This is an optimization exercise on Yosys and OpenROAD, whose aim is small area, a short achievable clock period and few clock cycles per item, not a production implementation.
In this exercise RTL edits were held to simulation tests only and were not proved equivalent to the original.
Power is estimated from default activity; no workload was simulated.

==> flow/design.v, too long to show whole: its modules and the start of the top module <==
// module fc_accum: 1062 lines
// module fc_fa: 7 lines
// module fc_ha: 7 lines
module fc_accum #(
  parameter int DATAW = 20,
  parameter int ADDRW = 12,
  parameter int FRAC  = 16,
  parameter int NUM   = 2048,
  parameter int RELU  = 1
) (
  input  logic             i_clk,
  input  logic             i_reset,
  input  logic             i_start,
  input  logic [DATAW-1:0] i_bias,
  output logic             o_busy,
  output logic             o_done,
  output logic             o_crd,
  output logic [ADDRW-1:0] o_caddr_rd,
  input  logic [DATAW-1:0] i_cdata_rd,
  output logic [ADDRW-1:0] o_waddr,
  input  logic [DATAW-1:0] i_wdata,
  output logic             o_cwr,
  output logic [2:0]       o_csel,
  output logic [ADDRW-1:0] o_caddr_wr,
  output logic [DATAW-1:0] o_cdata_wr
);
  // ...
==> flow/flow/run.sh <==
#!/bin/bash
# The standard layout, with two changes:
#  - the port buffers are sky130_fd_sc_hd__buf_1 instead of the buffer that
#    buffer_ports picks by default (a delay cell, clkdlybuf4s50_1); the
#    resizer may upsize them as usual;
#  - repair_timing aims for 9 ns of setup slack.
# The clock period, the constraints and every other step are the standard ones.
set -euo pipefail
bash standard.sh "BUFFER_PORTS_ARGS=-buffer_cell sky130_fd_sc_hd__buf_1" SETUP_SLACK_MARGIN=9 finish > standard.log 2>&1
==> flow/standard.sh <==
#!/bin/bash
# synth_recipe.tcl (not shown) runs the flow's synth.tcl, then flattens the netlist and writes it again
# the make line also repeats each setting of config.mk as NAME=value (left out here)
make -C /OpenROAD-flow-scripts/flow DESIGN_CONFIG=/design/flow/config.mk WORK_HOME=/design/flow/orfs CLKGATE_MAP_FILE= SYNTH_SCRIPT=/design/flow/synth_recipe.tcl "${@:-finish}"
==> flow/config.mk <==
export PLATFORM = sky130hd
export DESIGN_NAME = fc_accum
export DESIGN_NICKNAME = fc_accum
export VERILOG_FILES = /design/flow/design.v
export SDC_FILE = /design/flow/constraint.sdc
export NUM_CORES = 4
export LEC_CHECK = 0
export CAP_MARGIN = 60
export CORE_MARGIN = 2
export CORE_UTILIZATION = 70
export CTS_CLUSTER_DIAMETER = 80
export CTS_CLUSTER_SIZE = 30
export PLACE_DENSITY = 0.85
export SLEW_MARGIN = 60
export SYNTH_HIERARCHICAL = 1
export SYNTH_MINIMUM_KEEP_SIZE = 0
==> flow/constraint.sdc <==
create_clock -name core_clock -period 12.5 [get_ports {i_clk}]
set_input_delay 2.5000 -clock core_clock [delete_from_list [all_inputs] [get_ports {i_clk}]]
set_output_delay 2.5000 -clock core_clock [all_outputs]
set_load 0.01 [all_outputs]
==> metrics.md, run 1 <==
| Metric | Value |
|---|---|
| Largest regs | `s1_q (73), acc_q (51), d_q (20)` |
| Worst setup EP type | `primary output` |
| Flip-flop count of the largest register after layout | `73` |
| RR Startpoint | `two_q[0]` |
| Most flop-heavy register | `s1_q` |
| Switch Pwr | `649.1 uW` |
| First-pass GRT wire length | `58.93 mm` |
| Storage element area | `4658 sq um` |
| Worst reg2reg path endpoint | `s1_q[39]` |
| Fraction of the yosys area taken by sequential cells | `0.2858` |
| Reg-to-reg setup timing slack | `9000 ps` |
| Total GRT Usage | `0.3133` |
| Most common cell in the netlist | `fa_1` |
| Hold path endpoint | `r_drain` |
| Clk_skew | `15.66 ps` |
| Power consumption | `1955 uW` |
| Levels on crit path | `1` |
| Synth cell types | `45` |
| DRT Pass-1 Iters | `7` |
| P_leak | `0.007145 uW` |
| Worst-Margin Slew | `570.9 ps` |
| H-tree levels | `1` |
| Hold-fix buffers, CTS | `0` |
| Nets | `1759` |
| Final setup vio count | `0` |
| Status | `timing/DRC/antenna clean` |
| Top pwr grp | `sequential cells` |
| Met3 WL post-DR | `4.198 mm` |
| M2 GR Usage | `0.5090` |
| Share of post-route cells with drive strength above 1 | `0.1443` |
| Clock Power | `435 uW` |
| Sequential share of power | `0.465` |
| Post-synth EDFFs | `0` |
Testbench counts, summed over its fixed seeds: cycles 263,285, items 128.
==> run 2, diff against run 1 <==
--- a/flow/design.v
+++ b/flow/design.v
@@ -22,7 +22,7 @@
   output logic [DATAW-1:0] o_cdata_wr
 );
   localparam int AW = 51;
-  localparam int NB = 12;
+  localparam int NB = 6;
   logic              r_busy, r_done, r_crd, r_drain;
   logic [10:0]       r_cnt;
   logic              r_v1;       
@@ -38,15 +38,38 @@
   logic [AW-1:0]     acc_d;
   logic [NB-1:0]     cy_d;
   assign w_start = i_start & ~r_busy & ~r_done;
+  logic        r_idle;      
+  logic        v_n;
+  logic [19:0] d_n;
+  logic [9:0]  one_n, two_n, neg_n, e_n;
   logic [20:0] wx;
-  assign wx = {i_wdata, 1'b0};
-  always_ff @(posedge i_clk) begin
+  logic [9:0]  e_q;
+  assign wx  = {i_wdata, 1'b0};
+  assign v_n = r_v1 | r_idle;
+  assign d_n = r_idle ? i_bias : i_cdata_rd;
+  always_comb begin
     for (int i = 0; i < 10; i++) begin
-      one_q[i] <= ~i_reset & r_v1 & (wx[2*i+1] ^ wx[2*i]);
-      two_q[i] <= ~i_reset & r_v1 & ((wx[2*i+2] & ~wx[2*i+1] & ~wx[2*i]) | (~wx[2*i+2] & wx[2*i+1] & wx[2*i]));
-      neg_q[i] <= ~i_reset & r_v1 & wx[2*i+2] & ~(wx[2*i+1] & wx[2*i]);
+      one_n[i] = r_v1 & (wx[2*i+1] ^ wx[2*i]);
+      two_n[i] = r_v1 & ((wx[2*i+2] & ~wx[2*i+1] & ~wx[2*i]) | (~wx[2*i+2] & wx[2*i+1] & wx[2*i]));
+      neg_n[i] = r_v1 & wx[2*i+2] & ~(wx[2*i+1] & wx[2*i]);
     end
-    d_q <= i_cdata_rd;
+    one_n[8] = one_n[8] | r_idle;
+    for (int i = 0; i < 10; i++)
+      e_n[i] = v_n & ~(((one_n[i] | two_n[i]) & d_n[19]) ^ neg_n[i]);
+  end
+  always_ff @(posedge i_clk) begin
+    if (i_reset) begin
+      one_q <= '0;
+      two_q <= '0;
+      neg_q <= '0;
+      e_q   <= '0;
+    end else begin
+      one_q <= one_n;
+      two_q <= two_n;
+      neg_q <= neg_n;
+      e_q   <= e_n;
+    end
+    d_q <= d_n;
   end
   logic [20:0] dx;
   assign dx = {d_q[19], d_q};
@@ -70,7 +93,6 @@
   wire pp0_17 = (((one_q[0] & dx[17]) | (two_q[0] & dx[16])) ^ neg_q[0]);
   wire pp0_18 = (((one_q[0] & dx[18]) | (two_q[0] & dx[17])) ^ neg_q[0]);
   wire pp0_19 = (((one_q[0] & dx[19]) | (two_q[0] & dx[18])) ^ neg_q[0]);
-  wire pp0_20 = ~(((one_q[0] & dx[20]) | (two_q[0] & dx[19])) ^ neg_q[0]) & v_q;
   wire pp1_0 = (((one_q[1] & dx[0]) | (two_q[1] & 1'b0)) ^ neg_q[1]);
   wire pp1_1 = (((one_q[1] & dx[1]) | (two_q[1] & dx[0])) ^ neg_q[1]);
   wire pp1_2 = (((one_q[1] & dx[2]) | (two_q[1] & dx[1])) ^ neg_q[1]);
@@ -91,7 +113,6 @@
   wire pp1_17 = (((one_q[1] & dx[17]) | (two_q[1] & dx[16])) ^ neg_q[1]);
   wire pp1_18 = (((one_q[1] & dx[18]) | (two_q[1] & dx[17])) ^ neg_q[1]);
   wire pp1_19 = (((one_q[1] & dx[19]) | (two_q[1] & dx[18])) ^ neg_q[1]);
-  wire pp1_20 = ~(((one_q[1] & dx[20]) | (two_q[1] & dx[19])) ^ neg_q[1]) & v_q;
   wire pp2_0 = (((one_q[2] & dx[0]) | (two_q[2] & 1'b0)) ^ neg_q[2]);
   wire pp2_1 = (((one_q[2] & dx[1]) | (two_q[2] & dx[0])) ^ neg_q[2]);
   wire pp2_2 = (((one_q[2] & dx[2]) | (two_q[2] & dx[1])) ^ neg_q[2]);
@@ -112,7 +133,6 @@
   wire pp2_17 = (((one_q[2] & dx[17]) | (two_q[2] & dx[16])) ^ neg_q[2]);
   wire pp2_18 = (((one_q[2] & dx[18]) | (two_q[2] & dx[17])) ^ neg_q[2]);
   wire pp2_19 = (((one_q[2] & dx[19]) | (two_q[2] & dx[18])) ^ neg_q[2]);
-  wire pp2_20 = ~(((one_q[2] & dx[20]) | (two_q[2] & dx[19])) ^ neg_q[2]) & v_q;
   wire pp3_0 = (((one_q[3] & dx[0]) | (two_q[3] & 1'b0)) ^ neg_q[3]);
   wire pp3_1 = (((one_q[3] & dx[1]) | (two_q[3] & dx[0])) ^ neg_q[3]);
   wire pp3_2 = (((one_q[3] & dx[2]) | (two_q[3] & dx[1])) ^ neg_q[3]);
@@ -133,7 +153,6 @@
   wire pp3_17 = (((one_q[3] & dx[17]) | (two_q[3] & dx[16])) ^ neg_q[3]);
   wire pp3_18 = (((one_q[3] & dx[18]) | (two_q[3] & dx[17])) ^ neg_q[3]);
   wire pp3_19 = (((one_q[3] & dx[19]) | (two_q[3] & dx[18])) ^ neg_q[3]);
-  wire pp3_20 = ~(((one_q[3] & dx[20]) | (two_q[3] & dx[19])) ^ neg_q[3]) & v_q;
   wire pp4_0 = (((one_q[4] & dx[0]) | (two_q[4] & 1'b0)) ^ neg_q[4]);
   wire pp4_1 = (((one_q[4] & dx[1]) | (two_q[4] & dx[0])) ^ neg_q[4]);
   wire pp4_2 = (((one_q[4] & dx[2]) | (two_q[4] & dx[1])) ^ neg_q[4]);
@@ -154,7 +173,6 @@
   wire pp4_17 = (((one_q[4] & dx[17]) | (two_q[4] & dx[16])) ^ neg_q[4]);
   wire pp4_18 = (((one_q[4] & dx[18]) | (two_q[4] & dx[17])) ^ neg_q[4]);
   wire pp4_19 = (((one_q[4] & dx[19]) | (two_q[4] & dx[18])) ^ neg_q[4]);
-  wire pp4_20 = ~(((one_q[4] & dx[20]) | (two_q[4] & dx[19])) ^ neg_q[4]) & v_q;
   wire pp5_0 = (((one_q[5] & dx[0]) | (two_q[5] & 1'b0)) ^ neg_q[5]);
   wire pp5_1 = (((one_q[5] & dx[1]) | (two_q[5] & dx[0])) ^ neg_q[5]);
   wire pp5_2 = (((one_q[5] & dx[2]) | (two_q[5] & dx[1])) ^ neg_q[5]);
@@ -175,7 +193,6 @@
   wire pp5_17 = (((one_q[5] & dx[17]) | (two_q[5] & dx[16])) ^ neg_q[5]);
   wire pp5_18 = (((one_q[5] & dx[18]) | (two_q[5] & dx[17])) ^ neg_q[5]);
   wire pp5_19 = (((one_q[5] & dx[19]) | (two_q[5] & dx[18])) ^ neg_q[5]);
-  wire pp5_20 = ~(((one_q[5] & dx[20]) | (two_q[5] & dx[19])) ^ neg_q[5]) & v_q;
   wire pp6_0 = (((one_q[6] & dx[0]) | (two_q[6] & 1'b0)) ^ neg_q[6]);
   wire pp6_1 = (((one_q[6] & dx[1]) | (two_q[6] & dx[0])) ^ neg_q[6]);
   wire pp6_2 = (((one_q[6] & dx[2]) | (two_q[6] & dx[1])) ^ neg_q[6]);
@@ -196,7 +213,6 @@
   wire pp6_17 = (((one_q[6] & dx[17]) | (two_q[6] & dx[16])) ^ neg_q[6]);
   wire pp6_18 = (((one_q[6] & dx[18]) | (two_q[6] & dx[17])) ^ neg_q[6]);
   wire pp6_19 = (((one_q[6] & dx[19]) | (two_q[6] & dx[18])) ^ neg_q[6]);
-  wire pp6_20 = ~(((one_q[6] & dx[20]) | (two_q[6] & dx[19])) ^ neg_q[6]) & v_q;
   wire pp7_0 = (((one_q[7] & dx[0]) | (two_q[7] & 1'b0)) ^ neg_q[7]);
   wire pp7_1 = (((one_q[7] & dx[1]) | (two_q[7] & dx[0])) ^ neg_q[7]);
   wire pp7_2 = (((one_q[7] & dx[2]) | (two_q[7] & dx[1])) ^ neg_q[7]);
@@ -217,7 +233,6 @@
   wire pp7_17 = (((one_q[7] & dx[17]) | (two_q[7] & dx[16])) ^ neg_q[7]);
   wire pp7_18 = (((one_q[7] & dx[18]) | (two_q[7] & dx[17])) ^ neg_q[7]);
   wire pp7_19 = (((one_q[7] & dx[19]) | (two_q[7] & dx[18])) ^ neg_q[7]);
-  wire pp7_20 = ~(((one_q[7] & dx[20]) | (two_q[7] & dx[19])) ^ neg_q[7]) & v_q;
   wire pp8_0 = (((one_q[8] & dx[0]) | (two_q[8] & 1'b0)) ^ neg_q[8]);
   wire pp8_1 = (((one_q[8] & dx[1]) | (two_q[8] & dx[0])) ^ neg_q[8]);
   wire pp8_2 = (((one_q[8] & dx[2]) | (two_q[8] & dx[1])) ^ neg_q[8]);
@@ -238,7 +253,6 @@
   wire pp8_17 = (((one_q[8] & dx[17]) | (two_q[8] & dx[16])) ^ neg_q[8]);
   wire pp8_18 = (((one_q[8] & dx[18]) | (two_q[8] & dx[17])) ^ neg_q[8]);
   wire pp8_19 = (((one_q[8] & dx[19]) | (two_q[8] & dx[18])) ^ neg_q[8]);
-  wire pp8_20 = ~(((one_q[8] & dx[20]) | (two_q[8] & dx[19])) ^ neg_q[8]) & v_q;
   wire pp9_0 = (((one_q[9] & dx[0]) | (two_q[9] & 1'b0)) ^ neg_q[9]);
   wire pp9_1 = (((one_q[9] & dx[1]) | (two_q[9] & dx[0])) ^ neg_q[9]);
   wire pp9_2 = (((one_q[9] & dx[2]) | (two_q[9] & dx[1])) ^ neg_q[9]);
@@ -259,7 +273,6 @@
   wire pp9_17 = (((one_q[9] & dx[17]) | (two_q[9] & dx[16])) ^ neg_q[9]);
   wire pp9_18 = (((one_q[9] & dx[18]) | (two_q[9] & dx[17])) ^ neg_q[9]);
   wire pp9_19 = (((one_q[9] & dx[19]) | (two_q[9] & dx[18])) ^ neg_q[9]);
-  wire pp9_20 = ~(((one_q[9] & dx[20]) | (two_q[9] & dx[19])) ^ neg_q[9]) & v_q;
   logic fs1, fc1;
   logic fs2, fc2;
   logic fs3, fc3;
@@ -500,6 +513,11 @@
   logic fs238, fc238;
   logic fs239, fc239;
   logic fs240, fc240;
+  logic fs241, fc241;
+  logic fs242, fc242;
+  logic fs243, fc243;
+  logic fs244, fc244;
+  logic fs245, fc245;
   fc_ha u_ha1 (.a(neg_q[1]), .b(pp0_2), .s(fs1), .co(fc1));
   fc_ha u_ha2 (.a(pp0_3), .b(pp1_1), .s(fs2), .co(fc2));
   fc_fa u_fa3 (.a(neg_q[2]), .b(pp0_4), .c(pp1_2), .s(fs3), .co(fc3));
@@ -590,7 +608,7 @@
   fc_fa u_fa88 (.a(fs85), .b(fs86), .c(fc78), .s(fs88), .co(fc88));
   fc_fa u_fa89 (.a(fs87), .b(fc79), .c(fs88), .s(fs89), .co(fc89));
   fc_ha u_ha90 (.a(fc80), .b(fc81), .s(fs90), .co(fc90));
-  fc_fa u_fa91 (.a(pp0_20), .b(pp1_18), .c(pp2_16), .s(fs91), .co(fc91));
+  fc_fa u_fa91 (.a(e_q[0]), .b(pp1_18), .c(pp2_16), .s(fs91), .co(fc91));
   fc_fa u_fa92 (.a(pp3_14), .b(pp4_12), .c(pp5_10), .s(fs92), .co(fc92));
   fc_fa u_fa93 (.a(pp6_8), .b(pp7_6), .c(pp8_4), .s(fs93), .co(fc93));
   fc_fa u_fa94 (.a(pp9_2), .b(fc82), .c(fc83), .s(fs94), .co(fc94));
@@ -607,7 +625,7 @@
   fc_fa u_fa105 (.a(fc94), .b(fc95), .c(fs103), .s(fs105), .co(fc105));
   fc_fa u_fa106 (.a(fs104), .b(fc96), .c(fs105), .s(fs106), .co(fc106));
   fc_fa u_fa107 (.a(fc97), .b(fs106), .c(fc98), .s(fs107), .co(fc107));
-  fc_fa u_fa108 (.a(pp1_20), .b(pp2_18), .c(pp3_16), .s(fs108), .co(fc108));
+  fc_fa u_fa108 (.a(e_q[1]), .b(pp2_18), .c(pp3_16), .s(fs108), .co(fc108));
   fc_fa u_fa109 (.a(pp4_14), .b(pp5_12), .c(pp6_10), .s(fs109), .co(fc109));
   fc_fa u_fa110 (.a(pp7_8), .b(pp8_6), .c(pp9_4), .s(fs110), .co(fc110));
   fc_fa u_fa111 (.a(fc100), .b(fc101), .c(fc102), .s(fs111), .co(fc111));
@@ -622,7 +640,7 @@
   fc_fa u_fa120 (.a(fs117), .b(fc111), .c(fc112), .s(fs120), .co(fc120));
   fc_fa u_fa121 (.a(fs118), .b(fs119), .c(fc113), .s(fs121), .co(fc121));
   fc_fa u_fa122 (.a(fs120), .b(fc114), .c(fs121), .s(fs122), .co(fc122));
-  fc_fa u_fa123 (.a(pp2_20), .b(pp3_18), .c(pp4_16), .s(fs123), .co(fc123));
+  fc_fa u_fa123 (.a(e_q[2]), .b(pp3_18), .c(pp4_16), .s(fs123), .co(fc123));
   fc_fa u_fa124 (.a(pp5_14), .b(pp6_12), .c(pp7_10), .s(fs124), .co(fc124));
   fc_fa u_fa125 (.a(pp8_8), .b(pp9_6), .c(fc116), .s(fs125), .co(fc125));
   fc_fa u_fa126 (.a(fc117), .b(fs123), .c(fs124), .s(fs126), .co(fc126));
@@ -635,7 +653,7 @@
   fc_fa u_fa133 (.a(fs130), .b(fs131), .c(fc125), .s(fs133), .co(fc133));
   fc_fa u_fa134 (.a(fc126), .b(fs132), .c(fc127), .s(fs134), .co(fc134));
   fc_fa u_fa135 (.a(fs133), .b(fc128), .c(fs134), .s(fs135), .co(fc135));
-  fc_fa u_fa136 (.a(pp3_20), .b(pp4_18), .c(pp5_16), .s(fs136), .co(fc136));
+  fc_fa u_fa136 (.a(e_q[3]), .b(pp4_18), .c(pp5_16), .s(fs136), .co(fc136));
   fc_fa u_fa137 (.a(pp6_14), .b(pp7_12), .c(pp8_10), .s(fs137), .co(fc137));
   fc_fa u_fa138 (.a(pp9_8), .b(fc130), .c(fc131), .s(fs138), .co(fc138));
   fc_fa u_fa139 (.a(fs136), .b(fs137), .c(fc132), .s(fs139), .co(fc139));
@@ -646,7 +664,7 @@
   fc_fa u_fa144 (.a(fc136), .b(fc137), .c(fs142), .s(fs144), .co(fc144));
   fc_fa u_fa145 (.a(fs143), .b(fc138), .c(fs144), .s(fs145), .co(fc145));
   fc_fa u_fa146 (.a(fc139), .b(fs145), .c(fc140), .s(fs146), .co(fc146));
-  fc_fa u_fa147 (.a(pp4_20), .b(pp5_18), .c(pp6_16), .s(fs147), .co(fc147));
+  fc_fa u_fa147 (.a(e_q[4]), .b(pp5_18), .c(pp6_16), .s(fs147), .co(fc147));
   fc_fa u_fa148 (.a(pp7_14), .b(pp8_12), .c(pp9_10), .s(fs148), .co(fc148));
   fc_fa u_fa149 (.a(fc142), .b(fc143), .c(fs147), .s(fs149), .co(fc149));
   fc_fa u_fa150 (.a(fs148), .b(fc144), .c(fs149), .s(fs150), .co(fc150));
@@ -655,91 +673,96 @@
   fc_fa u_fa153 (.a(pp8_13), .b(pp9_11), .c(fc147), .s(fs153), .co(fc153));
   fc_fa u_fa154 (.a(fc148), .b(fs152), .c(fc149), .s(fs154), .co(fc154));
   fc_fa u_fa155 (.a(fs153), .b(fs154), .c(fc150), .s(fs155), .co(fc155));
-  fc_fa u_fa156 (.a(pp5_20), .b(pp6_18), .c(pp7_16), .s(fs156), .co(fc156));
+  fc_fa u_fa156 (.a(e_q[5]), .b(pp6_18), .c(pp7_16), .s(fs156), .co(fc156));
   fc_fa u_fa157 (.a(pp8_14), .b(pp9_12), .c(fc152), .s(fs157), .co(fc157));
   fc_fa u_fa158 (.a(fs156), .b(fc153), .c(fs157), .s(fs158), .co(fc158));
   fc_ha u_ha159 (.a(fc154), .b(fs158), .s(fs159), .co(fc159));
   fc_fa u_fa160 (.a(pp6_19), .b(pp7_17), .c(pp8_15), .s(fs160), .co(fc160));
   fc_fa u_fa161 (.a(pp9_13), .b(fc156), .c(fs160), .s(fs161), .co(fc161));
   fc_fa u_fa162 (.a(fc157), .b(fs161), .c(fc158), .s(fs162), .co(fc162));
-  fc_fa u_fa163 (.a(pp6_20), .b(pp7_18), .c(pp8_16), .s(fs163), .co(fc163));
+  fc_fa u_fa163 (.a(e_q[6]), .b(pp7_18), .c(pp8_16), .s(fs163), .co(fc163));
   fc_fa u_fa164 (.a(pp9_14), .b(fc160), .c(fs163), .s(fs164), .co(fc164));
   fc_ha u_ha165 (.a(fc161), .b(fs164), .s(fs165), .co(fc165));
   fc_fa u_fa166 (.a(pp7_19), .b(pp8_17), .c(pp9_15), .s(fs166), .co(fc166));
   fc_fa u_fa167 (.a(fc163), .b(fs166), .c(fc164), .s(fs167), .co(fc167));
-  fc_fa u_fa168 (.a(pp7_20), .b(pp8_18), .c(pp9_16), .s(fs168), .co(fc168));
+  fc_fa u_fa168 (.a(e_q[7]), .b(pp8_18), .c(pp9_16), .s(fs168), .co(fc168));
   fc_ha u_ha169 (.a(fc166), .b(fs168), .s(fs169), .co(fc169));
   fc_fa u_fa170 (.a(pp8_19), .b(pp9_17), .c(fc168), .s(fs170), .co(fc170));
-  fc_ha u_ha171 (.a(pp8_20), .b(pp9_18), .s(fs171), .co(fc171));
+  fc_ha u_ha171 (.a(e_q[8]), .b(pp9_18), .s(fs171), .co(fc171));
   fc_ha u_ha172 (.a(neg_q[0]), .b(pp0_0), .s(fs172), .co(fc172));
   fc_ha u_ha173 (.a(pp0_1), .b(fc172), .s(fs173), .co(fc173));
   fc_fa u_fa174 (.a(pp1_0), .b(fs1), .c(fc173), .s(fs174), .co(fc174));
   fc_fa u_fa175 (.a(fc1), .b(fs2), .c(fc174), .s(fs175), .co(fc175));
   fc_fa u_fa176 (.a(fs3), .b(fs4), .c(fc175), .s(fs176), .co(fc176));
-  fc_fa u_fa177 (.a(acc_q[5]), .b(s1_q[5]), .c(s1_q[6]), .s(fs177), .co(fc177));
-  fc_fa u_fa178 (.a(acc_q[6]), .b(s1_q[8]), .c(s1_q[9]), .s(fs178), .co(fc178));
-  fc_fa u_fa179 (.a(acc_q[7]), .b(s1_q[10]), .c(s1_q[11]), .s(fs179), .co(fc179));
-  fc_fa u_fa180 (.a(acc_q[8]), .b(s1_q[12]), .c(s1_q[13]), .s(fs180), .co(fc180));
-  fc_fa u_fa181 (.a(acc_q[9]), .b(s1_q[14]), .c(s1_q[15]), .s(fs181), .co(fc181));
-  fc_fa u_fa182 (.a(acc_q[10]), .b(s1_q[16]), .c(s1_q[17]), .s(fs182), .co(fc182));
-  fc_fa u_fa183 (.a(acc_q[11]), .b(s1_q[18]), .c(s1_q[19]), .s(fs183), .co(fc183));
-  fc_fa u_fa184 (.a(acc_q[12]), .b(s1_q[20]), .c(s1_q[21]), .s(fs184), .co(fc184));
-  fc_fa u_fa185 (.a(acc_q[13]), .b(s1_q[22]), .c(s1_q[23]), .s(fs185), .co(fc185));
-  fc_fa u_fa186 (.a(acc_q[14]), .b(s1_q[24]), .c(s1_q[25]), .s(fs186), .co(fc186));
-  fc_fa u_fa187 (.a(acc_q[15]), .b(s1_q[26]), .c(s1_q[27]), .s(fs187), .co(fc187));
-  fc_fa u_fa188 (.a(acc_q[16]), .b(s1_q[28]), .c(s1_q[29]), .s(fs188), .co(fc188));
-  fc_fa u_fa189 (.a(acc_q[17]), .b(s1_q[30]), .c(s1_q[31]), .s(fs189), .co(fc189));
-  fc_fa u_fa190 (.a(acc_q[18]), .b(s1_q[32]), .c(s1_q[33]), .s(fs190), .co(fc190));
-  fc_fa u_fa191 (.a(acc_q[19]), .b(s1_q[34]), .c(s1_q[35]), .s(fs191), .co(fc191));
-  fc_fa u_fa192 (.a(acc_q[20]), .b(s1_q[36]), .c(s1_q[37]), .s(fs192), .co(fc192));
-  fc_ha u_ha193 (.a(v2_q), .b(fc191), .s(fs193), .co(fc193));
-  fc_fa u_fa194 (.a(acc_q[21]), .b(s1_q[38]), .c(s1_q[39]), .s(fs194), .co(fc194));
-  fc_fa u_fa195 (.a(v2_q), .b(fc192), .c(fs194), .s(fs195), .co(fc195));
-  fc_fa u_fa196 (.a(acc_q[22]), .b(s1_q[40]), .c(s1_q[41]), .s(fs196), .co(fc196));
-  fc_ha u_ha197 (.a(fc194), .b(fs196), .s(fs197), .co(fc197));
-  fc_fa u_fa198 (.a(acc_q[23]), .b(s1_q[42]), .c(s1_q[43]), .s(fs198), .co(fc198));
-  fc_fa u_fa199 (.a(v2_q), .b(fc196), .c(fs198), .s(fs199), .co(fc199));
-  fc_fa u_fa200 (.a(acc_q[24]), .b(s1_q[44]), .c(s1_q[45]), .s(fs200), .co(fc200));
-  fc_ha u_ha201 (.a(fc198), .b(fs200), .s(fs201), .co(fc201));
-  fc_fa u_fa202 (.a(acc_q[25]), .b(s1_q[46]), .c(s1_q[47]), .s(fs202), .co(fc202));
-  fc_fa u_fa203 (.a(v2_q), .b(fc200), .c(fs202), .s(fs203), .co(fc203));
-  fc_fa u_fa204 (.a(acc_q[26]), .b(s1_q[48]), .c(s1_q[49]), .s(fs204), .co(fc204));
-  fc_ha u_ha205 (.a(fc202), .b(fs204), .s(fs205), .co(fc205));
-  fc_fa u_fa206 (.a(acc_q[27]), .b(s1_q[50]), .c(s1_q[51]), .s(fs206), .co(fc206));
-  fc_fa u_fa207 (.a(v2_q), .b(fc204), .c(fs206), .s(fs207), .co(fc207));
-  fc_fa u_fa208 (.a(acc_q[28]), .b(s1_q[52]), .c(s1_q[53]), .s(fs208), .co(fc208));
-  fc_ha u_ha209 (.a(fc206), .b(fs208), .s(fs209), .co(fc209));
-  fc_fa u_fa210 (.a(acc_q[29]), .b(s1_q[54]), .c(s1_q[55]), .s(fs210), .co(fc210));
-  fc_fa u_fa211 (.a(v2_q), .b(fc208), .c(fs210), .s(fs211), .co(fc211));
-  fc_fa u_fa212 (.a(acc_q[30]), .b(s1_q[56]), .c(s1_q[57]), .s(fs212), .co(fc212));
-  fc_ha u_ha213 (.a(fc210), .b(fs212), .s(fs213), .co(fc213));
-  fc_fa u_fa214 (.a(acc_q[31]), .b(s1_q[58]), .c(s1_q[59]), .s(fs214), .co(fc214));
-  fc_fa u_fa215 (.a(v2_q), .b(fc212), .c(fs214), .s(fs215), .co(fc215));
-  fc_fa u_fa216 (.a(acc_q[32]), .b(s1_q[60]), .c(s1_q[61]), .s(fs216), .co(fc216));
-  fc_ha u_ha217 (.a(fc214), .b(fs216), .s(fs217), .co(fc217));
-  fc_fa u_fa218 (.a(acc_q[33]), .b(s1_q[62]), .c(s1_q[63]), .s(fs218), .co(fc218));
-  fc_fa u_fa219 (.a(v2_q), .b(fc216), .c(fs218), .s(fs219), .co(fc219));
-  fc_fa u_fa220 (.a(acc_q[34]), .b(s1_q[64]), .c(s1_q[65]), .s(fs220), .co(fc220));
-  fc_ha u_ha221 (.a(fc218), .b(fs220), .s(fs221), .co(fc221));
-  fc_fa u_fa222 (.a(acc_q[35]), .b(s1_q[66]), .c(s1_q[67]), .s(fs222), .co(fc222));
-  fc_fa u_fa223 (.a(v2_q), .b(fc220), .c(fs222), .s(fs223), .co(fc223));
-  fc_fa u_fa224 (.a(acc_q[36]), .b(s1_q[68]), .c(s1_q[69]), .s(fs224), .co(fc224));
-  fc_ha u_ha225 (.a(fc222), .b(fs224), .s(fs225), .co(fc225));
-  fc_fa u_fa226 (.a(acc_q[37]), .b(s1_q[70]), .c(s1_q[71]), .s(fs226), .co(fc226));
-  fc_fa u_fa227 (.a(v2_q), .b(fc224), .c(fs226), .s(fs227), .co(fc227));
-  fc_fa u_fa228 (.a(acc_q[38]), .b(s1_q[72]), .c(fc226), .s(fs228), .co(fc228));
-  fc_ha u_ha229 (.a(acc_q[39]), .b(v2_q), .s(fs229), .co(fc229));
-  fc_ha u_ha230 (.a(acc_q[40]), .b(v2_q), .s(fs230), .co(fc230));
-  fc_ha u_ha231 (.a(acc_q[41]), .b(v2_q), .s(fs231), .co(fc231));
-  fc_ha u_ha232 (.a(acc_q[42]), .b(v2_q), .s(fs232), .co(fc232));
-  fc_ha u_ha233 (.a(acc_q[43]), .b(v2_q), .s(fs233), .co(fc233));
-  fc_ha u_ha234 (.a(acc_q[44]), .b(v2_q), .s(fs234), .co(fc234));
-  fc_ha u_ha235 (.a(acc_q[45]), .b(v2_q), .s(fs235), .co(fc235));
-  fc_ha u_ha236 (.a(acc_q[46]), .b(v2_q), .s(fs236), .co(fc236));
-  fc_ha u_ha237 (.a(acc_q[47]), .b(v2_q), .s(fs237), .co(fc237));
-  fc_ha u_ha238 (.a(acc_q[48]), .b(v2_q), .s(fs238), .co(fc238));
-  fc_ha u_ha239 (.a(acc_q[49]), .b(v2_q), .s(fs239), .co(fc239));
-  fc_ha u_ha240 (.a(acc_q[50]), .b(v2_q), .s(fs240), .co(fc240));
+  fc_fa u_fa177 (.a(s1_q[5]), .b(s1_q[6]), .c(s1_q[7]), .s(fs177), .co(fc177));
+  fc_fa u_fa178 (.a(s1_q[8]), .b(s1_q[9]), .c(acc_f[6]), .s(fs178), .co(fc178));
+  fc_fa u_fa179 (.a(s1_q[10]), .b(s1_q[11]), .c(acc_f[7]), .s(fs179), .co(fc179));
+  fc_fa u_fa180 (.a(s1_q[12]), .b(s1_q[13]), .c(acc_f[8]), .s(fs180), .co(fc180));
+  fc_fa u_fa181 (.a(s1_q[14]), .b(s1_q[15]), .c(acc_f[9]), .s(fs181), .co(fc181));
+  fc_fa u_fa182 (.a(s1_q[16]), .b(s1_q[17]), .c(acc_f[10]), .s(fs182), .co(fc182));
+  fc_fa u_fa183 (.a(s1_q[18]), .b(s1_q[19]), .c(acc_f[11]), .s(fs183), .co(fc183));
+  fc_fa u_fa184 (.a(s1_q[20]), .b(s1_q[21]), .c(acc_f[12]), .s(fs184), .co(fc184));
+  fc_fa u_fa185 (.a(s1_q[22]), .b(s1_q[23]), .c(acc_f[13]), .s(fs185), .co(fc185));
+  fc_fa u_fa186 (.a(s1_q[24]), .b(s1_q[25]), .c(acc_f[14]), .s(fs186), .co(fc186));
+  fc_fa u_fa187 (.a(s1_q[26]), .b(s1_q[27]), .c(clr2_q), .s(fs187), .co(fc187));
+  fc_ha u_ha188 (.a(acc_f[15]), .b(fc186), .s(fs188), .co(fc188));
+  fc_fa u_fa189 (.a(s1_q[28]), .b(s1_q[29]), .c(acc_f[16]), .s(fs189), .co(fc189));
+  fc_ha u_ha190 (.a(fc187), .b(fs189), .s(fs190), .co(fc190));
+  fc_fa u_fa191 (.a(s1_q[30]), .b(s1_q[31]), .c(acc_f[17]), .s(fs191), .co(fc191));
+  fc_ha u_ha192 (.a(fc189), .b(fs191), .s(fs192), .co(fc192));
+  fc_fa u_fa193 (.a(s1_q[32]), .b(s1_q[33]), .c(acc_f[18]), .s(fs193), .co(fc193));
+  fc_ha u_ha194 (.a(fc191), .b(fs193), .s(fs194), .co(fc194));
+  fc_fa u_fa195 (.a(s1_q[34]), .b(s1_q[35]), .c(acc_f[19]), .s(fs195), .co(fc195));
+  fc_ha u_ha196 (.a(fc193), .b(fs195), .s(fs196), .co(fc196));
+  fc_fa u_fa197 (.a(s1_q[36]), .b(s1_q[37]), .c(v2_q), .s(fs197), .co(fc197));
+  fc_fa u_fa198 (.a(acc_f[20]), .b(fc195), .c(fs197), .s(fs198), .co(fc198));
+  fc_fa u_fa199 (.a(s1_q[38]), .b(s1_q[39]), .c(v2_q), .s(fs199), .co(fc199));
+  fc_fa u_fa200 (.a(acc_f[21]), .b(fc197), .c(fs199), .s(fs200), .co(fc200));
+  fc_fa u_fa201 (.a(s1_q[40]), .b(s1_q[41]), .c(acc_f[22]), .s(fs201), .co(fc201));
+  fc_ha u_ha202 (.a(fc199), .b(fs201), .s(fs202), .co(fc202));
+  fc_fa u_fa203 (.a(s1_q[42]), .b(s1_q[43]), .c(v2_q), .s(fs203), .co(fc203));
+  fc_fa u_fa204 (.a(acc_f[23]), .b(fc201), .c(fs203), .s(fs204), .co(fc204));
+  fc_fa u_fa205 (.a(s1_q[44]), .b(s1_q[45]), .c(acc_f[24]), .s(fs205), .co(fc205));
+  fc_ha u_ha206 (.a(fc203), .b(fs205), .s(fs206), .co(fc206));
+  fc_fa u_fa207 (.a(s1_q[46]), .b(s1_q[47]), .c(v2_q), .s(fs207), .co(fc207));
+  fc_fa u_fa208 (.a(acc_f[25]), .b(fc205), .c(fs207), .s(fs208), .co(fc208));
+  fc_fa u_fa209 (.a(s1_q[48]), .b(s1_q[49]), .c(acc_f[26]), .s(fs209), .co(fc209));
+  fc_ha u_ha210 (.a(fc207), .b(fs209), .s(fs210), .co(fc210));
+  fc_fa u_fa211 (.a(s1_q[50]), .b(s1_q[51]), .c(v2_q), .s(fs211), .co(fc211));
+  fc_fa u_fa212 (.a(acc_f[27]), .b(fc209), .c(fs211), .s(fs212), .co(fc212));
+  fc_fa u_fa213 (.a(s1_q[52]), .b(s1_q[53]), .c(acc_f[28]), .s(fs213), .co(fc213));
+  fc_ha u_ha214 (.a(fc211), .b(fs213), .s(fs214), .co(fc214));
+  fc_fa u_fa215 (.a(s1_q[54]), .b(s1_q[55]), .c(v2_q), .s(fs215), .co(fc215));
+  fc_fa u_fa216 (.a(acc_f[29]), .b(fc213), .c(fs215), .s(fs216), .co(fc216));
+  fc_fa u_fa217 (.a(s1_q[56]), .b(s1_q[57]), .c(acc_f[30]), .s(fs217), .co(fc217));
+  fc_ha u_ha218 (.a(fc215), .b(fs217), .s(fs218), .co(fc218));
+  fc_fa u_fa219 (.a(s1_q[58]), .b(s1_q[59]), .c(v2_q), .s(fs219), .co(fc219));
+  fc_fa u_fa220 (.a(acc_f[31]), .b(fc217), .c(fs219), .s(fs220), .co(fc220));
+  fc_fa u_fa221 (.a(s1_q[60]), .b(s1_q[61]), .c(acc_f[32]), .s(fs221), .co(fc221));
+  fc_ha u_ha222 (.a(fc219), .b(fs221), .s(fs222), .co(fc222));
+  fc_fa u_fa223 (.a(s1_q[62]), .b(s1_q[63]), .c(v2_q), .s(fs223), .co(fc223));
+  fc_fa u_fa224 (.a(acc_f[33]), .b(fc221), .c(fs223), .s(fs224), .co(fc224));
+  fc_fa u_fa225 (.a(s1_q[64]), .b(s1_q[65]), .c(acc_f[34]), .s(fs225), .co(fc225));
+  fc_ha u_ha226 (.a(fc223), .b(fs225), .s(fs226), .co(fc226));
+  fc_fa u_fa227 (.a(s1_q[66]), .b(s1_q[67]), .c(v2_q), .s(fs227), .co(fc227));
+  fc_fa u_fa228 (.a(acc_f[35]), .b(fc225), .c(fs227), .s(fs228), .co(fc228));
+  fc_fa u_fa229 (.a(s1_q[68]), .b(s1_q[69]), .c(acc_f[36]), .s(fs229), .co(fc229));
+  fc_ha u_ha230 (.a(fc227), .b(fs229), .s(fs230), .co(fc230));
+  fc_fa u_fa231 (.a(s1_q[70]), .b(s1_q[71]), .c(v2_q), .s(fs231), .co(fc231));
+  fc_fa u_fa232 (.a(acc_f[37]), .b(fc229), .c(fs231), .s(fs232), .co(fc232));
+  fc_fa u_fa233 (.a(s1_q[72]), .b(acc_f[38]), .c(fc231), .s(fs233), .co(fc233));
+  fc_ha u_ha234 (.a(v2_q), .b(acc_f[39]), .s(fs234), .co(fc234));
+  fc_ha u_ha235 (.a(v2_q), .b(acc_f[40]), .s(fs235), .co(fc235));
+  fc_ha u_ha236 (.a(v2_q), .b(acc_f[41]), .s(fs236), .co(fc236));
+  fc_ha u_ha237 (.a(v2_q), .b(acc_f[42]), .s(fs237), .co(fc237));
+  fc_ha u_ha238 (.a(v2_q), .b(acc_f[43]), .s(fs238), .co(fc238));
+  fc_ha u_ha239 (.a(v2_q), .b(acc_f[44]), .s(fs239), .co(fc239));
+  fc_ha u_ha240 (.a(v2_q), .b(acc_f[45]), .s(fs240), .co(fc240));
+  fc_ha u_ha241 (.a(v2_q), .b(acc_f[46]), .s(fs241), .co(fc241));
+  fc_ha u_ha242 (.a(v2_q), .b(acc_f[47]), .s(fs242), .co(fc242));
+  fc_ha u_ha243 (.a(v2_q), .b(acc_f[48]), .s(fs243), .co(fc243));
+  fc_ha u_ha244 (.a(v2_q), .b(acc_f[49]), .s(fs244), .co(fc244));
+  fc_ha u_ha245 (.a(v2_q), .b(acc_f[50]), .s(fs245), .co(fc245));
   assign s1_d[0] = fs172;    
   assign s1_d[1] = fs173;    
   assign s1_d[2] = fs174;    
@@ -812,185 +835,43 @@
   assign s1_d[69] = fc170;    
   assign s1_d[70] = pp9_19;    
   assign s1_d[71] = fc171;    
-  assign s1_d[72] = pp9_20;    
+  assign s1_d[72] = e_q[9];    
   always_ff @(posedge i_clk) s1_q <= s1_d;
   logic [AW-1:0] s_row, t_row;
-  assign s_row = {fc239, fc238, fc237, fc236, fc235, fc234, fc233, fc232, fc231, fc230, fc229, fs229, fc227, fc225, fs225, fc221, fs221, fc217, fs217, fc213, fs213, fc209, fs209, fc205, fs205, fc201, fs201, fc197, fs197, fc193, fs192, fc190, fc189, fc188, fc187, fc186, fc185, fc184, fc183, fc182, fc181, fc180, fc179, fc178, fc177, s1_q[7], acc_q[4], acc_q[3], acc_q[2], acc_q[1], acc_q[0]};
-  assign t_row = {fs240, fs239, fs238, fs237, fs236, fs235, fs234, fs233, fs232, fs231, fs230, fc228, fs228, fs227, fc223, fs223, fc219, fs219, fc215, fs215, fc211, fs211, fc207, fs207, fc203, fs203, fc199, fs199, fc195, fs195, fs193, fs191, fs190, fs189, fs188, fs187, fs186, fs185, fs184, fs183, fs182, fs181, fs180, fs179, fs178, fs177, s1_q[4], s1_q[3], s1_q[2], s1_q[1], s1_q[0]};
-  logic rs1, rc1;
-  fc_ha u_rha1 (.a(acc_q[0]), .b(s1_q[0]), .s(rs1), .co(rc1));
-  assign acc_d[0] = rs1;
-  logic rs2, rc2;
-  fc_fa u_rfa2 (.a(acc_q[1]), .b(s1_q[1]), .c(rc1), .s(rs2), .co(rc2));
-  assign acc_d[1] = rs2;
-  logic rs3, rc3;
-  fc_fa u_rfa3 (.a(acc_q[2]), .b(s1_q[2]), .c(rc2), .s(rs3), .co(rc3));
-  assign acc_d[2] = rs3;
-  logic rs4, rc4;
-  fc_fa u_rfa4 (.a(acc_q[3]), .b(s1_q[3]), .c(rc3), .s(rs4), .co(rc4));
-  assign acc_d[3] = rs4;
-  logic rs5, rc5;
-  fc_fa u_rfa5 (.a(acc_q[4]), .b(s1_q[4]), .c(rc4), .s(rs5), .co(rc5));
-  assign acc_d[4] = rs5;
-  logic rs6, rc6;
-  fc_fa u_rfa6 (.a(s1_q[7]), .b(fs177), .c(rc5), .s(rs6), .co(rc6));
-  assign acc_d[5] = rs6;
-  assign cy_d[1] = rc6;
-  logic rs7, rc7;
-  fc_fa u_rfa7 (.a(fc177), .b(fs178), .c(cy_q[1]), .s(rs7), .co(rc7));
-  assign acc_d[6] = rs7;
-  logic rs8, rc8;
-  fc_fa u_rfa8 (.a(fc178), .b(fs179), .c(rc7), .s(rs8), .co(rc8));
-  assign acc_d[7] = rs8;
-  logic rs9, rc9;
-  fc_fa u_rfa9 (.a(fc179), .b(fs180), .c(rc8), .s(rs9), .co(rc9));
-  assign acc_d[8] = rs9;
-  logic rs10, rc10;
-  fc_fa u_rfa10 (.a(fc180), .b(fs181), .c(rc9), .s(rs10), .co(rc10));
-  assign acc_d[9] = rs10;
-  logic rs11, rc11;
-  fc_fa u_rfa11 (.a(fc181), .b(fs182), .c(rc10), .s(rs11), .co(rc11));
-  assign acc_d[10] = rs11;
-  assign cy_d[2] = rc11;
-  logic rs12, rc12;
-  fc_fa u_rfa12 (.a(fc182), .b(fs183), .c(cy_q[2]), .s(rs12), .co(rc12));
-  assign acc_d[11] = rs12;
-  logic rs13, rc13;
-  fc_fa u_rfa13 (.a(fc183), .b(fs184), .c(rc12), .s(rs13), .co(rc13));
-  assign acc_d[12] = rs13;
-  logic rs14, rc14;
-  fc_fa u_rfa14 (.a(fc184), .b(fs185), .c(rc13), .s(rs14), .co(rc14));
-  assign acc_d[13] = rs14;
-  logic rs15, rc15;
-  fc_fa u_rfa15 (.a(fc185), .b(fs186), .c(rc14), .s(rs15), .co(rc15));
-  assign acc_d[14] = rs15;
-  logic rs16, rc16;
-  fc_fa u_rfa16 (.a(fc186), .b(fs187), .c(rc15), .s(rs16), .co(rc16));
-  assign acc_d[15] = rs16;
-  assign cy_d[3] = rc16;
-  logic rs17, rc17;
-  fc_fa u_rfa17 (.a(fc187), .b(fs188), .c(cy_q[3]), .s(rs17), .co(rc17));
-  assign acc_d[16] = rs17;
-  logic rs18, rc18;
-  fc_fa u_rfa18 (.a(fc188), .b(fs189), .c(rc17), .s(rs18), .co(rc18));
-  assign acc_d[17] = rs18;
-  logic rs19, rc19;
-  fc_fa u_rfa19 (.a(fc189), .b(fs190), .c(rc18), .s(rs19), .co(rc19));
-  assign acc_d[18] = rs19;
-  logic rs20, rc20;
-  fc_fa u_rfa20 (.a(fc190), .b(fs191), .c(rc19), .s(rs20), .co(rc20));
-  assign acc_d[19] = rs20;
-  logic rs21, rc21;
-  fc_fa u_rfa21 (.a(fs192), .b(fs193), .c(rc20), .s(rs21), .co(rc21));
-  assign acc_d[20] = rs21;
-  assign cy_d[4] = rc21;
-  logic rs22, rc22;
-  fc_fa u_rfa22 (.a(fc193), .b(fs195), .c(cy_q[4]), .s(rs22), .co(rc22));
-  assign acc_d[21] = rs22;
-  logic rs23, rc23;
-  fc_fa u_rfa23 (.a(fs197), .b(fc195), .c(rc22), .s(rs23), .co(rc23));
-  assign acc_d[22] = rs23;
-  logic rs24, rc24;
-  fc_fa u_rfa24 (.a(fc197), .b(fs199), .c(rc23), .s(rs24), .co(rc24));
-  assign acc_d[23] = rs24;
-  assign cy_d[5] = rc24;
-  logic rs25, rc25;
-  fc_fa u_rfa25 (.a(fs201), .b(fc199), .c(cy_q[5]), .s(rs25), .co(rc25));
-  assign acc_d[24] = rs25;
-  logic rs26, rc26;
-  fc_fa u_rfa26 (.a(fc201), .b(fs203), .c(rc25), .s(rs26), .co(rc26));
-  assign acc_d[25] = rs26;
-  logic rs27, rc27;
-  fc_fa u_rfa27 (.a(fs205), .b(fc203), .c(rc26), .s(rs27), .co(rc27));
-  assign acc_d[26] = rs27;
-  logic rs28, rc28;
-  fc_fa u_rfa28 (.a(fc205), .b(fs207), .c(rc27), .s(rs28), .co(rc28));
-  assign acc_d[27] = rs28;
-  assign cy_d[6] = rc28;
-  logic rs29, rc29;
-  fc_fa u_rfa29 (.a(fs209), .b(fc207), .c(cy_q[6]), .s(rs29), .co(rc29));
-  assign acc_d[28] = rs29;
-  logic rs30, rc30;
-  fc_fa u_rfa30 (.a(fc209), .b(fs211), .c(rc29), .s(rs30), .co(rc30));
-  assign acc_d[29] = rs30;
-  logic rs31, rc31;
-  fc_fa u_rfa31 (.a(fs213), .b(fc211), .c(rc30), .s(rs31), .co(rc31));
-  assign acc_d[30] = rs31;
-  logic rs32, rc32;
-  fc_fa u_rfa32 (.a(fc213), .b(fs215), .c(rc31), .s(rs32), .co(rc32));
-  assign acc_d[31] = rs32;
-  assign cy_d[7] = rc32;
-  logic rs33, rc33;
-  fc_fa u_rfa33 (.a(fs217), .b(fc215), .c(cy_q[7]), .s(rs33), .co(rc33));
-  assign acc_d[32] = rs33;
-  logic rs34, rc34;
-  fc_fa u_rfa34 (.a(fc217), .b(fs219), .c(rc33), .s(rs34), .co(rc34));
-  assign acc_d[33] = rs34;
-  logic rs35, rc35;
-  fc_fa u_rfa35 (.a(fs221), .b(fc219), .c(rc34), .s(rs35), .co(rc35));
-  assign acc_d[34] = rs35;
-  logic rs36, rc36;
-  fc_fa u_rfa36 (.a(fc221), .b(fs223), .c(rc35), .s(rs36), .co(rc36));
-  assign acc_d[35] = rs36;
-  assign cy_d[8] = rc36;
-  logic rs37, rc37;
-  fc_fa u_rfa37 (.a(fs225), .b(fc223), .c(cy_q[8]), .s(rs37), .co(rc37));
-  assign acc_d[36] = rs37;
-  logic rs38, rc38;
-  fc_fa u_rfa38 (.a(fc225), .b(fs227), .c(rc37), .s(rs38), .co(rc38));
-  assign acc_d[37] = rs38;
-  logic rs39, rc39;
-  fc_fa u_rfa39 (.a(fc227), .b(fs228), .c(rc38), .s(rs39), .co(rc39));
-  assign acc_d[38] = rs39;
-  logic rs40, rc40;
-  fc_fa u_rfa40 (.a(fs229), .b(fc228), .c(rc39), .s(rs40), .co(rc40));
-  assign acc_d[39] = rs40;
-  assign cy_d[9] = rc40;
-  logic rs41, rc41;
-  fc_fa u_rfa41 (.a(fc229), .b(fs230), .c(cy_q[9]), .s(rs41), .co(rc41));
-  assign acc_d[40] = rs41;
-  logic rs42, rc42;
-  fc_fa u_rfa42 (.a(fc230), .b(fs231), .c(rc41), .s(rs42), .co(rc42));
-  assign acc_d[41] = rs42;
-  logic rs43, rc43;
-  fc_fa u_rfa43 (.a(fc231), .b(fs232), .c(rc42), .s(rs43), .co(rc43));
-  assign acc_d[42] = rs43;
-  logic rs44, rc44;
-  fc_fa u_rfa44 (.a(fc232), .b(fs233), .c(rc43), .s(rs44), .co(rc44));
-  assign acc_d[43] = rs44;
-  logic rs45, rc45;
-  fc_fa u_rfa45 (.a(fc233), .b(fs234), .c(rc44), .s(rs45), .co(rc45));
-  assign acc_d[44] = rs45;
-  assign cy_d[10] = rc45;
-  logic rs46, rc46;
-  fc_fa u_rfa46 (.a(fc234), .b(fs235), .c(cy_q[10]), .s(rs46), .co(rc46));
-  assign acc_d[45] = rs46;
-  logic rs47, rc47;
-  fc_fa u_rfa47 (.a(fc235), .b(fs236), .c(rc46), .s(rs47), .co(rc47));
-  assign acc_d[46] = rs47;
-  logic rs48, rc48;
-  fc_fa u_rfa48 (.a(fc236), .b(fs237), .c(rc47), .s(rs48), .co(rc48));
-  assign acc_d[47] = rs48;
-  logic rs49, rc49;
-  fc_fa u_rfa49 (.a(fc237), .b(fs238), .c(rc48), .s(rs49), .co(rc49));
-  assign acc_d[48] = rs49;
-  logic rs50, rc50;
-  fc_fa u_rfa50 (.a(fc238), .b(fs239), .c(rc49), .s(rs50), .co(rc50));
-  assign acc_d[49] = rs50;
-  assign cy_d[11] = rc50;
-  logic rs51, rc51;
-  fc_fa u_rfa51 (.a(fc239), .b(fs240), .c(cy_q[11]), .s(rs51), .co(rc51));
-  assign acc_d[50] = rs51;
+  assign s_row = {fc244, fc243, fc242, fc241, fc240, fc239, fc238, fc237, fc236, fc235, fc234, fs234, fc232, fc230, fs230, fc226, fs226, fc222, fs222, fc218, fs218, fc214, fs214, fc210, fs210, fc206, fs206, fc202, fs202, fc198, fc196, fc194, fc192, fc190, fc188, fs187, fc185, fc184, fc183, fc182, fc181, fc180, fc179, fc178, fc177, acc_f[5], s1_q[4], s1_q[3], s1_q[2], s1_q[1], s1_q[0]};
+  assign t_row = {fs245, fs244, fs243, fs242, fs241, fs240, fs239, fs238, fs237, fs236, fs235, fc233, fs233, fs232, fc228, fs228, fc224, fs224, fc220, fs220, fc216, fs216, fc212, fs212, fc208, fs208, fc204, fs204, fc200, fs200, fs198, fs196, fs194, fs192, fs190, fs188, fs186, fs185, fs184, fs183, fs182, fs181, fs180, fs179, fs178, fs177, acc_f[4], acc_f[3], acc_f[2], acc_f[1], acc_f[0]};
+  logic [8:0] blk0;
+  assign blk0 = {1'b0, s_row[7:0]} + {1'b0, t_row[7:0]} + 9'(1'b0);
+  assign acc_d[7:0] = blk0[7:0];
+  assign cy_d[1] = blk0[8];
+  logic [8:0] blk1;
+  assign blk1 = {1'b0, s_row[15:8]} + {1'b0, t_row[15:8]} + 9'(cy_f[1]);
+  assign acc_d[15:8] = blk1[7:0];
+  assign cy_d[2] = blk1[8];
+  logic [8:0] blk2;
+  assign blk2 = {1'b0, s_row[23:16]} + {1'b0, t_row[23:16]} + 9'(cy_f[2]);
+  assign acc_d[23:16] = blk2[7:0];
+  assign cy_d[3] = blk2[8];
+  logic [8:0] blk3;
+  assign blk3 = {1'b0, s_row[31:24]} + {1'b0, t_row[31:24]} + 9'(cy_f[3]);
+  assign acc_d[31:24] = blk3[7:0];
+  assign cy_d[4] = blk3[8];
+  logic [8:0] blk4;
+  assign blk4 = {1'b0, s_row[39:32]} + {1'b0, t_row[39:32]} + 9'(cy_f[4]);
+  assign acc_d[39:32] = blk4[7:0];
+  assign cy_d[5] = blk4[8];
+  logic [11:0] blk5;
+  assign blk5 = {1'b0, s_row[50:40]} + {1'b0, t_row[50:40]} + 12'(cy_f[5]);
+  assign acc_d[50:40] = blk5[10:0];
   assign cy_d[0] = 1'b0;
-  logic r_idle;    
+  logic clr1_q, clr2_q;
+  logic [AW-1:0] acc_f;
+  logic [NB-1:0] cy_f;
+  assign acc_f = acc_q & ~{AW{clr2_q}};
+  assign cy_f  = cy_q & ~{NB{clr2_q}};
   always_ff @(posedge i_clk) begin
-    if (r_idle) begin
-      acc_q <= {{(AW-36){i_bias[19]}}, i_bias, 1'b1, 15'd0};
-      cy_q  <= '0;
-    end else begin
-      acc_q <= acc_d;
-      cy_q  <= cy_d;
-    end
+    acc_q <= acc_d;
+    cy_q  <= cy_d;
   end
   logic n_busy, n_done, n_crd, n_drain;
   logic [10:0] n_cnt;
@@ -1019,6 +900,7 @@
     end
   end
   logic r_csel2;    
+  logic r_crd_o;    
   always_ff @(posedge i_clk) begin
     if (i_reset) begin
       r_busy  <= 1'b0;
@@ -1026,21 +908,27 @@
       r_crd   <= 1'b0;
       r_drain <= 1'b0;
       r_csel2 <= 1'b0;
+      r_crd_o <= 1'b0;
       r_idle  <= 1'b1;
+      clr1_q  <= 1'b1;
+      clr2_q  <= 1'b1;
       r_v1    <= 1'b0;
       v_q     <= 1'b0;
       v2_q    <= 1'b0;
       r_cnt   <= '0;
     end else begin
       r_v1    <= r_crd;
-      v_q     <= r_v1;
+      v_q     <= v_n;
       v2_q    <= v_q;
+      clr1_q  <= r_idle;
+      clr2_q  <= clr1_q;
+      r_idle  <= ~n_busy;
+      r_crd_o <= w_start | (r_crd_o & (r_cnt != 11'd2047));
       r_busy  <= n_busy;
       r_done  <= n_done;
       r_crd   <= n_crd;
       r_drain <= n_drain;
       r_csel2 <= n_crd | n_done;
-      r_idle  <= ~n_busy;
       r_cnt   <= n_cnt;
     end
   end
@@ -1052,11 +940,11 @@
   end
   assign o_busy     = r_busy;
   assign o_done     = r_done;
-  assign o_crd      = r_crd;
+  assign o_crd      = r_crd_o;
   assign o_caddr_rd = {1'b0, r_cnt};
   assign o_waddr    = {1'b0, r_cnt};
   assign o_cwr      = r_done;
-  assign o_csel     = {r_csel2, r_done, r_crd};
+  assign o_csel     = {r_csel2, r_done, r_crd_o};
   assign o_caddr_wr = '0;
   assign o_cdata_wr = r_res;
 endmodule
==> flow/flow/run.sh (replaced) <==
#!/bin/bash
# The standard layout, with two changes:
#  - the port buffers are sky130_fd_sc_hd__buf_2 instead of the buffer that
#    buffer_ports picks by default (a delay cell, clkdlybuf4s50_1);
#  - repair_timing aims for 9 ns of setup slack.
# The clock period, the constraints and every other step are the standard ones.
set -euo pipefail
bash standard.sh "BUFFER_PORTS_ARGS=-buffer_cell sky130_fd_sc_hd__buf_2" SETUP_SLACK_MARGIN=9 finish > standard.log 2>&1
--- a/flow/config.mk
+++ b/flow/config.mk
@@ -7,10 +7,8 @@
 export LEC_CHECK = 0
 export CAP_MARGIN = 60
 export CORE_MARGIN = 2
-export CORE_UTILIZATION = 70
-export CTS_CLUSTER_DIAMETER = 80
-export CTS_CLUSTER_SIZE = 30
-export PLACE_DENSITY = 0.85
+export CORE_UTILIZATION = 40
+export PLACE_DENSITY = 0.6
 export SLEW_MARGIN = 60
 export SYNTH_HIERARCHICAL = 1
 export SYNTH_MINIMUM_KEEP_SIZE = 0
==> metrics.md, run 2 <==
| Metric | Value |
|---|---|
| Grt total ovfl | `0 (unchanged)` |
| Share of post-route cells with drive strength above 1 | `0.1878 (was 0.1443)` |
| Antenna cells | `0 (unchanged)` |
| RR Startpoint | `two_q[1] (was two_q[0])` |
| Cells after synthesis | `1625 (was 1358)` |
| Total Wirelength | `42.00 mm (was 37.98 mm)` |
| Max-slew violation count | `0 (unchanged)` |
| Clock buffer depth | `3 (unchanged)` |
| Max-cap violations | `0 (unchanged)` |
| Post-synthesis compound-gate area fraction | `0.1265 (was 0.1167)` |
| Worst Path Buf+Inv | `1 (unchanged)` |
| Area Growth Syn to Fin | `15.51% (was 8.844%)` |
| Synth cell types | `52 (was 45)` |
| H-tree levels | `1 (unchanged)` |
| Die area | `44270 sq um (was 23630 sq um)` |
| CP cell instances | `buf_6 (unchanged)` |
| Clock share of power | `0.350 (was 0.222)` |
| Largest net degree at the start of global routing | `33 (was 64)` |
| RSZ-0062 raised after global routing | `yes (unchanged)` |
| Most frequent cells in the layout | `xnor2_1, fa_1, a22oi_1 (was fa_1, xnor2_1, a22oi_1)` |
| Hold path endpoint | `s1_q[72] (was r_drain)` |
| Starting density of the core | `0.4054 (was 0.7167)` |
| Tcrit/Tclk final | `0.2848 (was 0.2800)` |
| CTS sink cnt | `231 (was 224)` |
| R2R depth | `8 (unchanged)` |
| Arrival time at the worst endpoint | `1060 ps (was 1000 ps)` |
| Slowest CP cell | `dfxtp_4 (unchanged)` |
| Antenna viol nets, final | `0 (unchanged)` |
| Final instance area | `19690 sq um (was 17080 sq um)` |
| Final estimated routing congestion in global placement | `0.8915 (was 0.9530)` |
| Most common cell in the netlist | `dfxtp_1 (was fa_1)` |
| Main combinational cell family by area after synthesis | `adder cells (unchanged)` |
| IO Port Bufs | `110 (unchanged)` |
| Hold slack | `341.2 ps (was 481.0 ps)` |
| Mux contribution to synthesized area | `0.01645 (was 0.01364)` |
| Area after DPL | `17890 sq um (was 15970 sq um)` |
| Num CTS Buffers | `29 (was 12)` |
| CTS tree | `built (unchanged)` |
| Most flop-heavy register | `s1_q (unchanged)` |
| Clk slew on worst S/H paths | `60 ps (was 110 ps)` |
| Post-synth EDFFs | `0 (unchanged)` |
| 1st-iter DRT viols | `988 (was 1410)` |
| Synth Warn # | `7 (unchanged)` |
| First-pass GRT wire length | `65.90 mm (was 58.93 mm)` |
| Switch Pwr | `745.7 uW (was 649.1 uW)` |
| Fraction of registers with async set/reset | `0 (unchanged)` |
| Die width | `210.4 um (was 153.7 um)` |
| Max Clock Freq | `280.9 MHz (was 285.7 MHz)` |
| Initial antenna violation count | `0 (unchanged)` |
| Int Power | `1664 uW (was 1306 uW)` |
| Final HPWL DP | `30.42 mm (was 24.90 mm)` |
| Worst reg2reg path endpoint | `s1_q[39] (unchanged)` |
| Area leader, netlist | `dfxtp_1 (was fa_1)` |
| Most common cell after layout, fill and taps aside | `xnor2_1 (was fa_1)` |
| Hold-fix buffers, CTS | `0 (unchanged)` |
| Largest regs | `s1_q (73), acc_q (51), d_q (20) (unchanged)` |
| Vias | `12060 (was 10730)` |
| WL per Instance | `18.59 um (was 22.61 um)` |
| Final hold violations | `0 (unchanged)` |
| Crit path time final | `3560 ps (was 3500 ps)` |
| Finished Layout Cells | `2259 (was 1680)` |
| Crit path kind | `flip-flop to primary output (unchanged)` |
| Flip-flop count of the largest register after layout | `73 (unchanged)` |
| Synth top area cells | `dfxtp_1, fa_1, xnor2_1 (was fa_1, dfxtp_1, xnor2_1)` |
| Fraction of the yosys area taken by sequential cells | `0.2714 (was 0.2858)` |
| DR DRC count | `0 (unchanged)` |
| Core box area | `42040 sq um (was 21890 sq um)` |
| Vias/cell | `5.340 (was 6.388)` |
| Die span in y | `210.4 um (was 153.7 um)` |
| DRT Pass-1 Iters | `8 (was 7)` |
| Status | `timing/DRC/antenna clean (unchanged)` |
| Nets | `2073 (was 1759)` |
| Simple-Gate Fraction of Synth Area | `0.09427 (was 0.05407)` |
| Synth cell count leaders | `dfxtp_1, xnor2_1, fa_1 (was fa_1, dfxtp_1, xnor2_1)` |
| Filler Cell Count | `3890 (was 1325)` |
| Total GRT Usage | `0.1880 (was 0.3133)` |
| Sequential share of power | `0.393 (was 0.465)` |
| Delay-heaviest family, CP | `flip-flops (unchanged)` |
| Cell Area, Synth | `17040 sq um (was 15690 sq um)` |
| Crit path from | `r_cnt[4] (was r_done)` |
| Reg-to-reg setup timing slack | `9010 ps (was 9000 ps)` |
| Hold crit path type | `flip-flop to flip-flop (unchanged)` |
| Worst VDD drop | `0.1093 mV (was 0.1071 mV)` |
| Power consumption | `2410 uW (was 1955 uW)` |
| Critical path fanouts, max | `6 (was 4)` |
| P_leak | `0.008349 uW (was 0.007145 uW)` |
| Worst hold stages | `0 (was 1)` |
| Gate power share | `0.257 (was 0.312)` |
| Final setup vio count | `0 (unchanged)` |
| Worst Min Path Start | `e_q[9] (was r_drain)` |
| Sw frac | `0.3094 (was 0.3320)` |
| Rows | `75 (was 54)` |
| Post-synthesis average cell area | `10.49 sq um (was 11.55 sq um)` |
| Ys flop type | `dfxtp_1 (unchanged)` |
| Clk_skew | `15.81 ps (was 15.66 ps)` |
| Yosys top cell area share | `0.2714 (was 0.3062)` |
| Yosys reg bits | `231 (was 224)` |
| WP data required | `10000 ps (about the same)` |
| IO Pins | `126 (unchanged)` |
| Adder-Cell Fraction of Synth Area | `0.3173 (was 0.3549)` |
| CP Launch Type | `flip-flop (unchanged)` |
| Number of global-route vias before repair | `12070 (was 11100)` |
| Xor-xnor portion of the synthesized cell area | `0.1254 (was 0.1183)` |
| Final TNS setup | `0 ps (unchanged)` |
| Worst setup EP type | `primary output (unchanged)` |
| Placed cell count | `2164 (was 1623)` |
| Root buffer cell | `clkbuf_16 (unchanged)` |
| Critical Path Max Stage Delay | `380 ps (was 400 ps)` |
| Clk latency of the worst-skew pair | `570 ps (was 490 ps)` |
| Pwr dens | `122.4 nW/um^2 (was 114.5 nW/um^2)` |
-- run 2: layout make-up --
class / count / area (sq um) / share of cell area
Clock inverter: 13 / 157.7 / 0.008009
Sequential cell: 231 / 4810 / 0.2443
Multi-Input combinational cell: 1223 / 11700 / 0.5942
Tap cell: 539 / 674.4 / 0.03426
Clock buffer: 39 / 833.3 / 0.04233
Timing Repair Buffer: 177 / 1375 / 0.06985
Inverter: 37 / 138.9 / 0.007055
-- run 2: Yosys stat by module (local to each module, per instance) --
module / cells inside / flip-flops and latches
fc_ha: 1 / 0
fc_fa: 1 / 0
fc_accum: 1380 / 231
-- run 2: repair_timing --
| action | CTS | global route |
|---|---|---|
| resized for setup | 103 | 29 |
| setup endpoints to repair | 59 | 61 |
| pin swaps | 1 | 4 |
| setup buffers | 18 | 24 |
-- run 2: kinds of logic after synthesis --
| logic type | after synthesis |
|---|---|
| fa+ha+maj | 311 |
| flops | 231 |
| simple gates | 332 |
| buf+inv | 185 |
| mux | 24 |
| compound gates | 297 |
| xor+xnor | 244 |
| other cells | 1 |
-- run 2: worst max-delay path by stage --
| stage | slack (ps) | to | cells after the start |
|---|---|---|---|
| CTS | 8910 | o_caddr_rd[4] | 1 |
| global placement | 8490 | s1_q[39] | 8 |
| floorplan | 9000 | e_q[8] | 6 |
| finish | 8940 | o_caddr_rd[4] | 1 |
| global route | 8900 | o_caddr_rd[4] | 1 |
| detailed placement | 8700 | e_q[8] | 7 |
-- run 2: per-stage QoR --
step	setup slack [ps]	util
6_report	8940	0.4682
2_1_floorplan	9000	-
4_1_cts	8906	0.4609
3_3_place_gp	8489	0.4237
3_5_place_dp	8698	0.4255
5_1_grt	8900	0.4682
-- run 2: per-layer routing --
metal,part of all wire,global-route usage
met1,0.44,0.2579
met4,0.025,0.05707
met3,0.079,0.03948
met5,0,0
met2,0.46,0.2990
-- run 2: power groups by stage --
stage | sequential [uW] | combinational [uW] | clock [uW]
6_report | 947 | 619 | 844
3_5_place_dp | 976 | 596 | 0
4_1_cts | 955 | 610 | 872
3_3_place_gp | 972 | 576 | 0
2_1_floorplan | 925 | 483 | 0
5_1_grt | 963 | 711 | 904
Testbench counts of run 2, summed over its fixed seeds: cycles 263,065, items 128.

-- port drivers added, routing unchanged --
How much do the figures lean on ideal ports? The routed layouts below were timed once more, with nothing changed but the port constraints.
Step 1, drivers: a clkbuf_16 drives i_clk and a buf_2 each remaining input, both assumed.
Step 2 times the ports against the registers' clock, not the clock port: input delays grow and output delays shrink by t, the midpoint of the rising clock arrivals with the driver on.
Slacks: no drivers / after step 1 / after step 2; pairs: no drivers / after step 1.
run	t, ns	slack for setup (ns)	worst setup path after step 2	cell pins on the clock port's net
run 1	0.532	9.000 / 8.951 / 8.726	input to register	1
run 2	0.615	8.940 / 8.885 / 8.707	input to register	1
After both steps every run listed still meets setup and hold. The setup slack of run 1, which loses most, moves by -0.049 ns with the drivers and by -0.274 ns with both steps.
